This design comes from an exercise in tuning for small area and a short achievable clock period on the open sky130 flow, not from production work. The RTL was checked by simulation tests, not by an equivalence proof against the original design. Power figures rest on the tool's default switching activity, not on a simulated workload.

**design/flow/config.mk**
```make
export PLATFORM = sky130hd
export DESIGN_NAME = lsu_top
export DESIGN_NICKNAME = lsu_top
export VERILOG_FILES = /design/flow/design.v
export SDC_FILE = /design/flow/constraint.sdc
export NUM_CORES = 4
export LEC_CHECK = 0
export CAP_MARGIN = 20
export CORE_MARGIN = 2
export CORE_UTILIZATION = 60
export CTS_CLUSTER_DIAMETER = 80
export CTS_CLUSTER_SIZE = 24
export SETUP_SLACK_MARGIN = 4.6
export SLEW_MARGIN = 20
export SYNTH_MEMORY_MAX_BITS = 16384
```
**design/flow/constraint.sdc**
```tcl
create_clock -name core_clock -period 7.5 [get_ports {clk}]
set_input_delay 1.5000 -clock core_clock [delete_from_list [all_inputs] [get_ports {clk}]]
set_output_delay 1.5000 -clock core_clock [all_outputs]
set_load 0.01 [all_outputs]
```
**design/flow/design.v**
```verilog
package lsu_pkg;
    localparam int DATA_W = 32;
    localparam logic [6:0] OPC_LOAD  = 7'b0000011;
    localparam logic [6:0] OPC_STORE = 7'b0100011;
    localparam logic [4:0] REG_INSTR  = 5'h00;
    localparam logic [4:0] REG_BASE   = 5'h04;
    localparam logic [4:0] REG_WDATA  = 5'h08;
    localparam logic [4:0] REG_RESULT = 5'h0C;
    localparam logic [4:0] REG_STATUS = 5'h10;
endpackage
`timescale 1ns/1ps
module lsu_decoder (
    input  logic [31:0] instr,
    input  logic [7:0]  base_lo,
    output logic [7:0]  byte_address,
    output logic [1:0]  mem_size,
    output logic        mem_sign,
    output logic        load_ok,
    output logic        store_ok,
    output logic        misaligned,
    output logic        illegal
);
    logic       is_load;
    logic       is_store;
    logic [2:0] funct3;
    logic [7:0] imm;
    logic [1:0] offset_load;
    logic [1:0] offset_store;
    logic       mis_load;
    logic       mis_store;
    logic       funct3_ok;
    logic       legal_load;
    logic       legal_store;
    assign is_load  = (instr[6:0] == lsu_pkg::OPC_LOAD);
    assign is_store = (instr[6:0] == lsu_pkg::OPC_STORE);
    assign funct3   = instr[14:12];
    assign imm          = instr[5] ? {instr[27:25], instr[11:7]} : instr[27:20];
    assign byte_address = base_lo + imm;
    assign offset_load  = base_lo[1:0] + instr[21:20];
    assign offset_store = base_lo[1:0] + instr[8:7];
    assign funct3_ok   = !(funct3[1] && funct3[0]) && !(funct3[2] && funct3[1]);
    assign legal_load  = is_load  && funct3_ok;
    assign legal_store = is_store && funct3_ok && !funct3[2];
    assign illegal     = !(legal_load || legal_store);
    assign mem_size = funct3[1:0];
    assign mem_sign = !funct3[2];
    assign mis_load  = (funct3[1:0] == 2'b01 && offset_load[0]) ||
                       (funct3[1:0] == 2'b10 && offset_load != 2'b00);
    assign mis_store = (funct3[1:0] == 2'b01 && offset_store[0]) ||
                       (funct3[1:0] == 2'b10 && offset_store != 2'b00);
    assign misaligned = (legal_load && mis_load) || (legal_store && mis_store);
    assign load_ok  = legal_load  && !mis_load;
    assign store_ok = legal_store && !mis_store;
endmodule
`timescale 1ns/1ps
module data_memory (
    input  logic        clk,
    input  logic [63:0] word_sel_n,
    input  logic [3:0]  lane_we_n,
    input  logic [1:0]  mem_size,
    input  logic [31:0] write_data,
    output logic [31:0] read_word
);
    logic [31:0] ram [64];
    logic [31:0] lane_data;
    always_comb begin
        lane_data[7:0]   = write_data[7:0];
        lane_data[15:8]  = (mem_size == 2'b00) ? write_data[7:0] : write_data[15:8];
        lane_data[23:16] = mem_size[1] ? write_data[23:16] : write_data[7:0];
        lane_data[31:24] = mem_size[1] ? write_data[31:24] :
                           mem_size[0] ? write_data[15:8]  : write_data[7:0];
    end
    always_ff @(posedge clk) begin
        for (int w = 0; w < 64; w++) begin
            for (int l = 0; l < 4; l++) begin
                if (!(word_sel_n[w] || lane_we_n[l])) begin
                    ram[w][8*l +: 8] <= lane_data[8*l +: 8];
                end
            end
        end
    end
    always_comb begin
        read_word = '1;
        for (int w = 0; w < 64; w++) begin
            read_word = read_word & (ram[w] | {32{word_sel_n[w]}});
        end
    end
endmodule
`timescale 1ns/1ps
module lsu_apb_regs (
    input  logic        clk,
    input  logic        rst,
    input  logic [4:0]  paddr,
    input  logic        psel,
    input  logic        penable,
    input  logic        pwrite,
    input  logic [31:0] pwdata,
    output logic [31:0] prdata,
    output logic        pready,
    output logic        pslverr,
    output logic [7:0]  base_lo,
    output logic [31:0] wdata,
    input  logic [7:0]  byte_address,
    input  logic [1:0]  mem_size,
    input  logic        mem_sign,
    input  logic        load_ok,
    input  logic        store_ok,
    input  logic        misaligned,
    input  logic        illegal,
    output logic [63:0] word_sel_n,
    output logic [3:0]  lane_we_n,
    output logic [1:0]  mem_size_q,
    input  logic [31:0] read_word
);
    logic        setup;
    logic        instr_sel;
    logic        map_err;
    logic [31:0] base;
    logic [1:0]  status;
    logic        base_wr;
    logic        wdata_wr;
    logic [7:0]  addr_q;
    logic        sign_q;
    logic        store_go;
    logic        load_go;
    logic        load_read;
    logic [3:0]  lane_mask;
    logic [31:0] result;
    logic [1:0]  result_offset;
    logic [1:0]  result_size;
    logic        result_sign;
    logic [7:0]  byte_lane;
    logic [15:0] half_lane;
    logic [31:0] result_view;
    assign setup     = psel && !penable;
    assign instr_sel = pwrite && (paddr == lsu_pkg::REG_INSTR);
    assign base_lo   = base[7:0];
    always_comb begin
        case (paddr)
            lsu_pkg::REG_INSTR:  map_err = !pwrite;
            lsu_pkg::REG_BASE,
            lsu_pkg::REG_WDATA:  map_err = 1'b0;
            lsu_pkg::REG_RESULT,
            lsu_pkg::REG_STATUS: map_err = pwrite;
            default:             map_err = 1'b1;
        endcase
    end
    assign byte_lane = result[8*result_offset +: 8];
    assign half_lane = result_offset[1] ? result[31:16] : result[15:0];
    always_comb begin
        case (result_size)
            2'b00:   result_view = {{24{result_sign && byte_lane[7]}}, byte_lane};
            2'b01:   result_view = {{16{result_sign && half_lane[15]}}, half_lane};
            default: result_view = result;
        endcase
    end
    always_ff @(posedge clk) begin
        pready  <= !(setup && instr_sel);
        pslverr <= instr_sel ? (illegal || misaligned) : map_err;
        if (paddr[4]) begin
            prdata <= {30'b0, status};
        end else begin
            case (paddr[3:2])
                2'b01:   prdata <= base;
                2'b10:   prdata <= wdata;
                default: prdata <= result_view;
            endcase
        end
    end
    always_comb begin
        case (mem_size_q)
            2'b00:   lane_mask = 4'b0001 << addr_q[1:0];
            2'b01:   lane_mask = addr_q[1] ? 4'b1100 : 4'b0011;
            default: lane_mask = 4'b1111;
        endcase
    end
    always_ff @(posedge clk) begin
        addr_q     <= byte_address;
        mem_size_q <= mem_size;
        sign_q     <= mem_sign;
        base_wr    <= setup && pwrite && (paddr == lsu_pkg::REG_BASE);
        wdata_wr   <= setup && pwrite && (paddr == lsu_pkg::REG_WDATA);
        store_go   <= setup && instr_sel && store_ok;
        load_go    <= setup && instr_sel && load_ok;
        for (int w = 0; w < 64; w++) begin
            word_sel_n[w] <= (addr_q[7:2] != w[5:0]);
        end
        lane_we_n  <= ~(lane_mask & {4{store_go}});
        load_read  <= load_go;
    end
    always_ff @(posedge clk) begin
        if (rst) begin
            base          <= '0;
            wdata         <= '0;
            status        <= '0;
            result        <= '0;
            result_offset <= '0;
            result_size   <= '0;
            result_sign   <= 1'b0;
        end else begin
            if (base_wr) begin
                base <= pwdata;
            end
            if (wdata_wr) begin
                wdata <= pwdata;
            end
            if (setup && instr_sel) begin
                status <= {illegal, misaligned};
            end
            if (load_read) begin
                result        <= read_word;
                result_offset <= addr_q[1:0];
                result_size   <= mem_size_q;
                result_sign   <= sign_q;
            end
        end
    end
endmodule
`timescale 1ns/1ps
module lsu_top #(
    parameter int ADDR_W = 8
) (
    input  logic        clk,
    input  logic        rst,
    input  logic [4:0]  paddr,
    input  logic        psel,
    input  logic        penable,
    input  logic        pwrite,
    input  logic [31:0] pwdata,
    output logic [31:0] prdata,
    output logic        pready,
    output logic        pslverr
);
    logic [7:0]  base_lo;
    logic [31:0] wdata;
    logic [7:0]  byte_address;
    logic [1:0]  mem_size;
    logic        mem_sign;
    logic        load_ok;
    logic        store_ok;
    logic        misaligned;
    logic        illegal;
    logic [63:0] word_sel_n;
    logic [3:0]  lane_we_n;
    logic [1:0]  mem_size_q;
    logic [31:0] read_word;
    lsu_apb_regs i_regs (
        .clk          (clk),
        .rst          (rst),
        .paddr        (paddr),
        .psel         (psel),
        .penable      (penable),
        .pwrite       (pwrite),
        .pwdata       (pwdata),
        .prdata       (prdata),
        .pready       (pready),
        .pslverr      (pslverr),
        .base_lo      (base_lo),
        .wdata        (wdata),
        .byte_address (byte_address),
        .mem_size     (mem_size),
        .mem_sign     (mem_sign),
        .load_ok      (load_ok),
        .store_ok     (store_ok),
        .misaligned   (misaligned),
        .illegal      (illegal),
        .word_sel_n   (word_sel_n),
        .lane_we_n    (lane_we_n),
        .mem_size_q   (mem_size_q),
        .read_word    (read_word)
    );
    lsu_decoder i_decoder (
        .instr        (pwdata),
        .base_lo      (base_lo),
        .byte_address (byte_address),
        .mem_size     (mem_size),
        .mem_sign     (mem_sign),
        .load_ok      (load_ok),
        .store_ok     (store_ok),
        .misaligned   (misaligned),
        .illegal      (illegal)
    );
    data_memory i_memory (
        .clk        (clk),
        .word_sel_n (word_sel_n),
        .lane_we_n  (lane_we_n),
        .mem_size   (mem_size_q),
        .write_data (wdata),
        .read_word  (read_word)
    );
endmodule
```
**design/flow/run.sh**
```bash
#!/bin/bash
# synth_recipe.tcl (not shown) runs the flow's synth.tcl, then flattens the netlist and writes it again
# the make line also repeats each setting of config.mk as NAME=value (left out here)
make -C /OpenROAD-flow-scripts/flow DESIGN_CONFIG=/design/flow/config.mk WORK_HOME=/design/flow/orfs CLKGATE_MAP_FILE= SYNTH_SCRIPT=/design/flow/synth_recipe.tcl finish
```
==> impl_metrics.json, run 1 <==
{
  "layout_common_cells": "edfxtp_1 (2048), o22ai_1 (928), nor2_1 (403)",
  "h-tree-depth": 3,
  "rsz0062_at_grt": "false",
  "cap_violations": 0,
  "final-max-slew-violation-count": 0,
  "grt_pass1_vias": 46700,
  "synth_edf_count": 2048,
  "drt-pass1-iter-count": 8,
  "hold_depth": 0,
  "final.setup.tns_ns": 0,
  "antenna_found_initial": 23,
  "area_delta_synth_final_pct": 9.28,
  "syn_inst": 4901,
  "max_slew_margin": 0.173,
  "cp-start-kind": "flip-flop",
  "cp.arrival_ns": 3.73,
  "die_y_um": 371,
  "async_flop_share": 0,
  "via_count": 51800,
  "syn-num-nets": 4957,
  "grt_use_total": 0.438,
  "rows": 134,
  "root_buffer": "clkbuf_16",
  "path_clk_slew_ns": 0.10,
  "grt_start_max_net_pins": 75,
  "synth_area_um2": 81000,
  "final-setup-viol-count": 0,
  "finalHoldViolCount": 0,
  "timing.final.crit_share": 0.403,
  "critPathMaxStageDelay_ns": 0.92,
  "clock_latency_ns": 0.79,
  "cp.depth": 6,
  "critPathTopFamily": "simple AND/OR/NAND/NOR gates",
  "power_density_nw_per_um2": 240,
  "crit_slowest_cell": "nor4_1",
  "hold_ws_ns": 0.368,
  "wl_per_cell_um": 44.1,
  "crit_type": "flip-flop to flip-flop",
  "path_cells": "buf_4 > buf_4 > o22ai_1 > nor4_1 > nand4_1 > o21ai_0",
  "avgSynthCellArea_um2": 16.5,
  "layout_commonest_cell": "edfxtp_1",
  "synth-xor-area-share": 0.000865,
  "clock_skew_ns": 0.0588,
  "crit_path_end_kind": "flip-flop",
  "ioPinCount": 76,
  "place.gp.congestion": 0.967,
  "cts_made_buffers": 109,
  "cp_max_fo": 20,
  "final_cell_count_no_fill": 6852,
  "tightest_slew_ns": 1.24,
  "yosys.area_share.adder": 0.00225,
  "synth_top_family_by_area": "compound AO/OA/AOI/OAI gates",
  "ys_seq_area_frac": 0.814,
  "start_util": 0.606,
  "place.port_buffers": 75,
  "ant_nets": 0,
  "post-route-min-period_ns": 3.02,
  "fmax_mhz": 331,
  "clock_path_buffers": 3,
  "place.detailed.hpwl_um": 189000,
  "outcome": "complete, no violations",
  "dieArea_um2": 138000,
  "synth-simple-area-share": 0.0554,
  "cp_num_buf_inv": 2,
  "path_common_cell": "buf_4",
  "core_um2": 134000,
  "synth_mux_area_frac": 0.0139,
  "worstPathRequired_ns": 8.21,
  "ys_ff_latch": 2269,
  "placedCellCount": 6652,
  "synth_cell_type_count": 53,
  "fp.dieW_um": 371,
  "power.total_uw": 21300,
  "vdd_drop_max_mv": 0.195,
  "rr_worst_depth": 6,
  "hold_class": "flip-flop to flip-flop",
  "cts_tree": "built",
  "power_leakage_uw": 0.0336,
  "cts.sinks": 2269,
  "design.final.nets": 5055,
  "wl_um": 302000,
  "drc": 0,
  "grt_pass1_wl_um": 401000,
  "overflow": 0,
  "yosys_most_used_dff": "edfxtp_1",
  "via_per_inst": 7.57,
  "yosysWarningCount": 3,
  "drive_above_1_share": 0.119,
  "synth_compound_area_frac": 0.0956,
  "drtIter0Drc": 10100
}
metal layers:
metal,vias to the layer above,wire [um],part of all wire,global-route usage
met1,26100,102000,0.34,0.603
met2,4953,134000,0.44,0.653
met5,-,131,0.00043,0
li1,19900,-,-,-
met4,18,18000,0.060,0.201
met3,886,48500,0.16,0.126
synth_stat cells (3+ instances only):
master,number,area (um^2)
nand2b_1,6,37.5
a21oi_1,21,105
dfxtp_1,221,4420
nor2b_1,11,68.8
clkbuf_1,147,552
or4_1,65,488
buf_4,3,22.5
nand2_1,127,477
o22ai_1,928,5810
a221oi_1,26,228
xnor2_1,4,35.0
o21bai_1,32,240
o221ai_1,32,280
and2_1,3,18.8
buf_2,92,460
nand4_1,65,407
mux2i_1,81,811
o22a_1,32,280
buf_1,100,375
a22oi_1,32,240
o21ai_0,52,260
xor2_1,4,35.0
inv_1,18,67.6
a211oi_1,17,128
nor2_1,449,1690
nand3_1,6,30.0
nor3_1,78,390
nor4_1,130,813
edfxtp_1,2048,61500
mux2_2,28,315
ha_1,13,163
o211a_1,5,50.1
report_power, final:
group          switching (uW)  internal (uW)  leakage, uW
logic                     446            203      0.00651
clock network            3970           3010      0.00162
registers                55.3          13600       0.0255
total                    4470          16800       0.0336
per-stage QoR:
| stage | worst slack (ns) | instance area [um^2] | util |
|---|---|---|---|
| 2_1_floorplan | 4.43 | 81100 | - |
| 3_3_place_gp | 3.39 | 84700 | 0.633 |
| 3_5_place_dp | 3.39 | 84900 | 0.634 |
| 4_1_cts | 4.35 | 88400 | 0.660 |
| 5_1_grt | 4.60 | 88500 | 0.662 |
| 6_report | 4.48 | 88500 | 0.662 |
sequential cells by signal (all words and copies together) (netlist names), 2 cells and up:
signal and cells:
i_memory.ram 2048, i_regs.addr_q 8, i_regs.base 32, i_regs.lane_we_n 4, i_regs.mem_size_q 2, i_regs.prdata 32, i_regs.result 32, i_regs.result_offset 2
i_regs.result_size 2, i_regs.status 2, i_regs.wdata 32, i_regs.word_sel_n 64
cell families (layout without fill, tap and decap cells):
kind of cell	after synthesis	after routing
buffers and inverters	361	535
AO/OA/AOI/OAI	1192	1192
flip-flops	2269	2269
AND/OR/NAND/NOR	948	948
XOR/XNOR	8	8
adder cells (fa/ha/maj)	14	14
other	0	9
multiplexers	109	109
layout make-up:
| type | count | area, um^2 |
|---|---|---|
| Inverter | 18 | 67.6 |
| Timing Repair Buffer | 330 | 2810 |
| Antenna cell | 9 | 22.5 |
| Clock inverter | 26 | 305 |
| Tap cell | 1768 | 2210 |
| Fill cell | 9247 | 45300 |
| Multi-Input combinational cell | 2271 | 14000 |
| Sequential cell | 2269 | 66100 |
| Clock buffer | 161 | 3060 |
timing repair:
item / in CTS / in global routing
endpoints found under the setup margin: 67 / 37
cloned: 0 / 0
hold buffers: 0 / 0
setup buffers: 0 / 1
gates resized for setup: 109 / 38
final timing paths:
check,startpoint,to,slack [ns]
hold reg to reg,i_regs.load_go$_DFF_P_,i_regs.load_read$_DFF_P_,0.37
hold / removal,i_regs.load_go$_DFF_P_,i_regs.load_read$_DFF_P_,0.37
setup / recovery,i_regs.word_sel_n[20]$_DFF_P_,i_regs.result[20]$_SDFFE_PP0P_,4.48
setup reg to reg,i_regs.word_sel_n[20]$_DFF_P_,i_regs.result[20]$_SDFFE_PP0P_,4.48
==> inputs of run 2 (changes only) <==
--- a/design/flow/design.v
+++ b/design/flow/design.v
@@ -125,4 +125,7 @@
     logic        load_go;
     logic        load_read;
+    logic        load_done;
+    logic [31:0] read_q;
+    logic [31:0] result_word;
     logic [3:0]  lane_mask;
     logic [31:0] result;
@@ -146,11 +149,12 @@
         endcase
     end
-    assign byte_lane = result[8*result_offset +: 8];
-    assign half_lane = result_offset[1] ? result[31:16] : result[15:0];
+    assign result_word = load_done ? read_q : result;
+    assign byte_lane   = result_word[8*result_offset +: 8];
+    assign half_lane   = result_offset[1] ? result_word[31:16] : result_word[15:0];
     always_comb begin
         case (result_size)
             2'b00:   result_view = {{24{result_sign && byte_lane[7]}}, byte_lane};
             2'b01:   result_view = {{16{result_sign && half_lane[15]}}, half_lane};
-            default: result_view = result;
+            default: result_view = result_word;
         endcase
     end
@@ -188,4 +192,6 @@
         lane_we_n  <= ~(lane_mask & {4{store_go}});
         load_read  <= load_go;
+        load_done  <= load_read;
+        read_q     <= read_word;
     end
     always_ff @(posedge clk) begin
@@ -208,6 +214,8 @@
                 status <= {illegal, misaligned};
             end
+            if (load_done) begin
+                result        <= read_q;
+            end
             if (load_read) begin
-                result        <= read_word;
                 result_offset <= addr_q[1:0];
                 result_size   <= mem_size_q;
==> design/flow/flow/run.sh (new file) <==
#!/bin/bash
# The standard layout (standard.sh), with two changes to how it is made:
#  - the port buffers are buf_4 cells instead of the default delay-buffer
#    choice (every input and output port still gets its own buffer);
#  - the resizer may change a cell's footprint when it sizes it.
# make's own output goes to flow_make.log here; each ORFS step writes its full
# log under orfs/logs/.
set -euo pipefail
bash standard.sh \
    'BUFFER_PORTS_ARGS=-buffer_cell sky130_fd_sc_hd__buf_4' \
    MATCH_CELL_FOOTPRINT=0 \
    finish > flow_make.log 2>&1
==> design/flow/standard.sh (new file) <==
#!/bin/bash
# synth_recipe.tcl (not shown) runs the flow's synth.tcl, then flattens the netlist and writes it again
# the make line also repeats each setting of config.mk as NAME=value (left out here)
make -C /OpenROAD-flow-scripts/flow DESIGN_CONFIG=/design/flow/config.mk WORK_HOME=/design/flow/orfs CLKGATE_MAP_FILE= SYNTH_SCRIPT=/design/flow/synth_recipe.tcl "${@:-finish}"
==> design/flow/config.mk (replaced) <==
export PLATFORM = sky130hd
export DESIGN_NAME = lsu_top
export DESIGN_NICKNAME = lsu_top
export VERILOG_FILES = /design/flow/design.v
export SDC_FILE = /design/flow/constraint.sdc
export NUM_CORES = 4
export LEC_CHECK = 0
export CAP_MARGIN = 10
export CORE_MARGIN = 2
export CORE_UTILIZATION = 65
export CTS_CLUSTER_DIAMETER = 100
export CTS_CLUSTER_SIZE = 28
export SETUP_SLACK_MARGIN = 4.9
export SLEW_MARGIN = 10
export SYNTH_MEMORY_MAX_BITS = 16384
removed: design/flow/run.sh
==> run 2 against run 1 <==
Net effect:
- die area is 6.3% lower
- highest routed layer unchanged
- global-route usage grew 0.39 points
- register-to-register slack better by 0.30 ns
- flip-flop and latch count up 33
- largest cell class unchanged
- non-clock buffer count shrank 81
- clock skew decreased by 0.028 ns
- utilization increased by 4.0 points
- synthesized cell count up 5.2%
- via count down 0.43%
==> impl_metrics.json, run 2 <==
{
  "outcome": "complete, no violations",
  "cp_max_fo": 1,
  "cap_violations": 0,
  "synth_edf_count": 2048,
  "timing.final.crit_share": 0.369,
  "place_area_um2": 85000,
  "cp.arrival_ns": 1.27,
  "critPathMaxStageDelay_ns": 0.41,
  "regMostFlops": "i_memory.ram",
  "layout_commonest_cell": "edfxtp_1",
  "yosys.area_share.adder": 0.00222,
  "drc": 0,
  "switchingPower_uw": 4500,
  "max_slew_margin": 0.0829,
  "power_density_nw_per_um2": 237,
  "pwr-share-comb": 0.033,
  "avgSynthCellArea_um2": 15.9,
  "h-tree-depth": 3,
  "via_per_inst": 7.50,
  "worstPathRequired_ns": 6.00,
  "final-max-slew-violation-count": 0,
  "tightest_slew_ns": 1.37,
  "ioPinCount": 76,
  "place.detailed.hpwl_um": 179000,
  "path_cells": "buf_6",
  "design.final.nets": 5211,
  "power_leakage_uw": 0.0334,
  "start_util": 0.654,
  "clock_latency_ns": 0.77,
  "clock_skew_ns": 0.0305,
  "synth_area_leaders": "edfxtp_1 (75%), o22ai_1 (7.8%), dfxtp_1 (6.2%), nor2_1 (3.8%), clkbuf_1 (1.3%)",
  "ys_ff_latch": 2302,
  "crit_path_end_kind": "primary output",
  "placedCellCount": 6709,
  "crit_slowest_cell": "dfxtp_4",
  "drive_above_1_share": 0.104,
  "critPathTopFamily": "flip-flops",
  "syn-num-nets": 5211,
  "place.gp.congestion": 0.980,
  "async_flop_share": 0,
  "antenna_found_initial": 10,
  "yosys_most_used_dff": "edfxtp_1",
  "seq_power_share": 0.669,
  "min_from": "i_regs.load_go$_DFF_P_",
  "r2r-end": "i_regs.read_q[12]$_DFF_P_",
  "drt-pass1-iter-count": 5,
  "overflow": 0,
  "fill_cells": 8267,
  "cp-start-kind": "flip-flop",
  "synth_area_um2": 82200,
  "path_clk_slew_ns": 0.11,
  "rr_worst_depth": 5,
  "synth_compound_area_frac": 0.0903,
  "cts.sinks": 2302,
  "place.port_buffers": 75,
  "reg2reg_slack_ns": 4.78,
  "cts_tree": "built",
  "final_area_um2": 88100,
  "dieArea_um2": 129000,
  "hold_depth": 0,
  "post-route-min-period_ns": 2.77,
  "wl_per_cell_um": 41.6,
  "rsz0062_at_grt": "true",
  "synthDominantCellAreaShare": 0.749,
  "synth_mux_area_frac": 0.0180,
  "final_util": 0.702,
  "grt_pass1_wl_um": 387000,
  "clock_path_buffers": 3,
  "synth.most_common_cell": "edfxtp_1",
  "finalHoldViolCount": 0,
  "via_count": 51600,
  "hold_class": "flip-flop to flip-flop",
  "core_um2": 126000,
  "synth_top_family_by_area": "compound AO/OA/AOI/OAI gates",
  "rows": 130,
  "root_buffer": "clkbuf_16",
  "synth-xor-area-share": 0.00107,
  "grt_use_total": 0.442,
  "syn_inst": 5155,
  "drtIter0Drc": 10000,
  "grt_pass1_vias": 47200,
  "final.setup.tns_ns": 0,
  "hold_end": "i_regs.load_read$_DFF_P_",
  "final_cell_count_no_fill": 6885,
  "clockPowerShare": 0.298,
  "crit_type": "flip-flop to primary output",
  "ant_nets": 0,
  "reg_top3": "i_memory.ram (2048), i_regs.word_sel_n (64)",
  "cp_num_buf_inv": 1,
  "synth-simple-area-share": 0.0610,
  "vdd_drop_max_mv": 0.248,
  "ctsHoldBuffers": 0,
  "internal_power_uw": 16400,
  "netlist_top_cells_count": "edfxtp_1 (2048), o22ai_1 (1026), nor2_1 (826), clkbuf_1 (295), dfxtp_1 (254)",
  "grt_start_max_net_pins": 96,
  "largest_reg_flops": 2048,
  "layout_common_cells": "edfxtp_1 (2048), o22ai_1 (1026), nor2_1 (811)",
  "wl_um": 287000,
  "ys_seq_area_frac": 0.811,
  "p_sw_frac": 0.215,
  "area_delta_synth_final_pct": 7.27,
  "yosysWarningCount": 3,
  "fmax_mhz": 361,
  "cts_made_buffers": 92,
  "final-setup-viol-count": 0,
  "fp.dieW_um": 360,
  "die_y_um": 360,
  "synth_top_area_cell": "edfxtp_1",
  "r2r-start": "i_regs.word_sel_n[29]$_DFF_P_",
  "synth_cell_type_count": 57
}
[run 2: cell count changes in the layout (fill, tap and decap cells not counted), moves of 32 or more]
cell	delta
nor4_1	-58
nor2_1	+408
clkdlybuf4s50_1	-36
o22a_1	-32
o21ai_0	-34
nand4_1	+32
nor3_1	-61
o221ai_1	-32
o21bai_1	-32
o22ai_1	+98
or4_1	-64
[run 2: timing repair]
action                     in CTS  in global routing
gates resized for setup       106                 23
buffers inserted                0                  1
setup endpoints to repair     303                244
pin swaps                       0                  2
[run 2: metal layers]
metal,track usage,vias up,share of wire
met5,0,-,0.00031
met4,0.240,12,0.068
met3,0.122,870,0.16
met2,0.650,4959,0.44
met1,0.607,25600,0.33
li1,-,20200,-
[run 2: logic make-up (layout without fill, tap and decap cells)]
group                      after synthesis  in the layout
AOI/OAI and AO/OA                     1156           1156
xor gates and xnor gates                10             10
adders and majority gates               14             14
buffers and inverters                  358            435
DFF                                   2302           2302
muxes                                  140            140
other                                    0              3
and+or+nand+nor                       1175           1175
[run 2: per-stage QoR]
| stage | setup WS, ns | power, uW | hold slack, ns |
|---|---|---|---|
| after detailed placement | 4.10 | 14900 | 0.365 |
| after CTS | 4.70 | 20800 | 0.388 |
| final | 4.73 | 20900 | 0.390 |
| after global placement | 4.12 | 14900 | 0.379 |
| after global routing | 4.72 | 21300 | 0.384 |
| after floorplan | 4.37 | 14500 | 0.310 |
[run 2: worst max path at each step]
stage,from,end,slack [ns],cells after the start
final,i_regs.prdata[17]$_SDFF_PP0_,prdata[17],4.73,1
after global routing,i_regs.prdata[17]$_SDFF_PP0_,prdata[17],4.72,1
after global placement,pwdata[5],i_regs.addr_q[6]$_DFF_P_,4.12,10
after CTS,i_regs.prdata[17]$_SDFF_PP0_,prdata[17],4.70,1
after floorplan,pwdata[5],i_regs.addr_q[6]$_DFF_P_,4.37,10
after detailed placement,pwdata[5],i_regs.addr_q[7]$_DFF_P_,4.10,9
[run 2: area by class of cell]
cell class	count	area, um^2	area share
sequential	2302	66800	0.758
multi-input combinational	2495	14400	0.164
clock buffer	164	2590	0.0294
timing repair buffer	249	2090	0.0237
tap	1650	2060	0.0234
clock inverter	7	86.3	0.000980
inverter	15	56.3	0.000639
antenna	3	7.51	0.0000852
[run 2: power by group through the flow]
stage                     sequential [uW]  clock (uW)  combinational (uW)
after floorplan                     14100           0                 348
after global placement              14300           0                 627
after detailed placement            14300           0                 635
after CTS                           14000        6170                 650
after global routing                14000        6570                 695
final                               14000        6230                 685

[what the ideal ports hide]
The flow's constraints put no driver on any port. The routed layouts listed below were extracted and timed again, unchanged, in two steps. Step 1 assumes that a clkbuf_16 drives the clock port and a buf_2 every other input. Step 2 adds t to the input delays and takes it off the output delays; t is the mean of the earliest and latest rising clock arrival at the registers after step 1. Input paths then give back, and output paths get back, about the clock's delay inside the block. a / b / c = ideal ports / drivers / drivers and shift; a / b = the first two.
| run | t (ns) | setup WS [ns] | worst hold slack (ns) | pins driven straight from the clock port |
|---|---|---|---|---|
| run 1 | 0.839 | 4.477 / 4.477 / 3.851 | 0.368 / 0.368 / 0.368 | 1 |
| run 2 | 0.836 | 4.729 / 4.643 / 4.204 | 0.390 / 0.390 / 0.390 | 1 |
After both steps every run listed still meets setup and hold. The setup slack of run 1, which loses most, moves by 0.000 ns with the drivers and by -0.626 ns with both steps.
